This is an optimization exercise on Yosys and OpenROAD, whose aim is small area, a short achievable clock period and few clock cycles per item, not a production implementation.
Only simulation tests tie the RTL to the original design; equivalence was not proved.
Power figures rest on the tool's default switching activity, not on a simulated workload.

==> inputs of job 5632 <==
## overlap_add_fir_convolver
module overlap_add_fir_convolver #(
    parameter int MAX_TAPS = ofc_pkg::MAX_TAPS_DEF
) (
    input  logic                                   i_clk,
    input  logic                                   i_rst_n,
    input  logic                                   i_in_valid,
    output logic                                   o_in_stall,
    input  logic                                   i_operation,
    input  logic [ofc_pkg::TAP_IDX_W-1:0]          i_tap_index,
    input  logic signed [ofc_pkg::SAMPLE_BITS-1:0] i_value,
    output logic                                   o_out_valid,
    input  logic                                   i_out_stall,
    output logic signed [ofc_pkg::OUT_W-1:0]       o_filtered,
    input  logic                                   i_cfg_valid,
    output logic                                   o_cfg_ready,
    input  logic [ofc_pkg::CFG_IDX_W-1:0]          i_cfg_index,
    input  logic [ofc_pkg::CFG_DATA_W-1:0]         i_cfg_data
);
==> flow/config.mk <==
export PLATFORM = sky130hd
export DESIGN_NAME = overlap_add_fir_convolver
export DESIGN_NICKNAME = overlap_add_fir_convolver
export VERILOG_FILES = /design/flow/design.v
export SDC_FILE = /design/flow/constraint.sdc
export NUM_CORES = 4
export LEC_CHECK = 0
export CAP_MARGIN = 20
export CORE_MARGIN = 2
export CORE_UTILIZATION = 25
export CTS_CLUSTER_DIAMETER = 90
export CTS_CLUSTER_SIZE = 28
export PLACE_DENSITY = 0.35
export SETUP_SLACK_MARGIN = 3.5
export SLEW_MARGIN = 20
==> flow/constraint.sdc <==
create_clock -name core_clock -period 7.0 [get_ports {i_clk}]
set_input_delay 1.4000 -clock core_clock [delete_from_list [all_inputs] [get_ports {i_clk}]]
set_output_delay 1.4000 -clock core_clock [all_outputs]
set_load 0.01 [all_outputs]
standard.sh (not shown) runs the stock make flow with config.mk's settings and CLKGATE_MAP_FILE= SYNTH_SCRIPT=/design/flow/synth_recipe.tcl, a recipe that flattens the netlist after the stock synthesis.
==> flow/flow/run.sh <==
#!/bin/bash
# Layout flow: the standard flow, except that synthesis skips Yosys's generic ABC pass
# before full-adder extraction (synth -noabc), so extract_fa finds the carry-save tree's
# full adders as written instead of with inverters between them. Flattening and renaming
# are the standard synthesis's (its script with -noabc added). Without that pass a few
# registers get a different polarity suffix in their Yosys name; they are renamed to the
# standard synthesis's names, which is run beside it only for that. The rest of the flow
# is standard.sh unchanged. Each tool's output is in *.log here and under orfs/logs, ref/logs.
set -euo pipefail
W=$PWD
R=results/sky130hd/overlap_add_fir_convolver/base
sed 's/yosys synth -nofsm -noshare {\*}\$args/yosys synth -nofsm -noshare -noabc {*}$args/' \
    synth_recipe.tcl > flow_synth.tcl
grep -q -- '-noabc' flow_synth.tcl
sed "s|SYNTH_SCRIPT=[^ ]*|SYNTH_SCRIPT=$W/flow_synth.tcl|" standard.sh > flow_standard.sh
grep -q "SYNTH_SCRIPT=$W/flow_synth.tcl" flow_standard.sh
sed "s|WORK_HOME=[^ ]*|WORK_HOME=$W/ref|" standard.sh > flow_ref.sh
grep -q "WORK_HOME=$W/ref" flow_ref.sh
bash flow_ref.sh "$W/ref/$R/1_2_yosys.v" > ref_synth_make.log 2>&1 &
REF=$!
bash flow_standard.sh "$W/orfs/$R/1_2_yosys.v" > synth_make.log 2>&1
wait $REF
python3 flow/rename_regs.py "$W/ref/$R/1_2_yosys.v" "$W/orfs/$R/1_2_yosys.v" > rename_regs.log 2>&1
bash flow_standard.sh > flow_make.log 2>&1
Other scripts of this flow, unchanged in this note and not shown: flow/flow/rename_regs.py
==> job 8829: changes against job 5632 <==
- CTS_CLUSTER_DIAMETER: 90 -> 80
- CTS_CLUSTER_SIZE: 28 -> 25
- SETUP_SLACK_MARGIN: 3.5 -> 3.3
==> notes <==
Of job 8829 and job 5632, job 5632 has the higher core utilization (gap 0.072 points).
Between job 8829 and job 5632, the lower clock power is in job 5632 (gap about 10%, measured against job 5632).
In sequential cell count, job 5632 and job 8829 do not differ.
In sequential power, job 5632 and job 8829 hardly differ.
In final cell count, job 5632 and job 8829 hardly differ.
Of job 5632 and job 8829, job 8829 has the higher total power (gap 1.4%, measured against job 8829).
Against job 8829, the combinational power of job 5632 is larger by about 3%.
Between job 8829 and job 5632, the lower wire length is in job 8829 (gap about 0.9%, measured against job 5632).
==> figures <==
metric	job 5632	job 8829
Result of the run	complete, no violations	complete, no violations
Wire length on met2	503800 um	502000 um
Transition at the pin with the smallest max-transition slack	1.363 ns	1.298 ns
Count of cells resized by post-cts repair	813	340
R2R Setup Slk	3.41 ns	3.22 ns
Post-route setup slack	3.409 ns	3.220 ns
Launch instance of the worst min-delay path	u_ctrl.r_st_int[2]	u_ctrl.r_st_last[0]
Capturing instance or port of the critical path	u_ctrl.r_sel[2]	u_datapath.r_cut1[71]
Ratio of cells with drive above 1 in the final layout	12.18%	10.07%
Number of non-clock buffers	642	537
Pwr/cell area	355.3 nW/um^2	361.4 nW/um^2
Time the worst path needs with I/O delays and setup	3.591 ns	3.780 ns
Slowest cell on the critical path	sky130_fd_sc_hd__dfxtp_4	sky130_fd_sc_hd__fa_1
Crit path depth	17	5
Ratio of layout area to synthesized area	1.1324x	1.1295x
Number of global-route vias before repair	137800	136900
Maximum number of pins on one net before global-route repair	166	150
Max IR drop VDD	0.0005335 V	0.0004146 V
Testbench counts of job 5632, summed over its fixed seeds: cycles 4,360, items 1,536.
Testbench counts of job 8829, summed over its fixed seeds: cycles 4,360, items 1,536.

[afterwards: timing with drivers on the ports]
In the flow no input, the clock included, has a driving cell. The finished layouts below were timed again as built, in two steps. Step 1, drivers: a clkbuf_16 drives i_clk and a buf_2 each remaining input, both assumed. Step 2, shift: input delay + t, output delay - t, t = (earliest + latest rising clock arrival at the registers) / 2. This alone moves slack from input paths to output paths. Three values: ideal, step 1, step 2; two values: the first two.
| run | shift t [ns] | setup WS [ns] | worst hold slack (ns) | worst setup path after step 2 | slew at the worst register clock pin (ns) |
|---|---|---|---|---|---|
| job 5632 | 1.212 | 3.409 / 3.409 / 2.665 | 0.332 / 0.332 / 0.332 | input to register | 0.12 / 0.12 |
| job 8829 | 1.212 | 3.220 / 3.220 / 2.955 | 0.337 / 0.337 / 0.337 | input to register | 0.11 / 0.11 |
After both steps every run listed still meets setup and hold. For job 5632, which loses most, drivers alone change the setup slack by 0.000 ns; drivers and shift together by -0.744 ns.
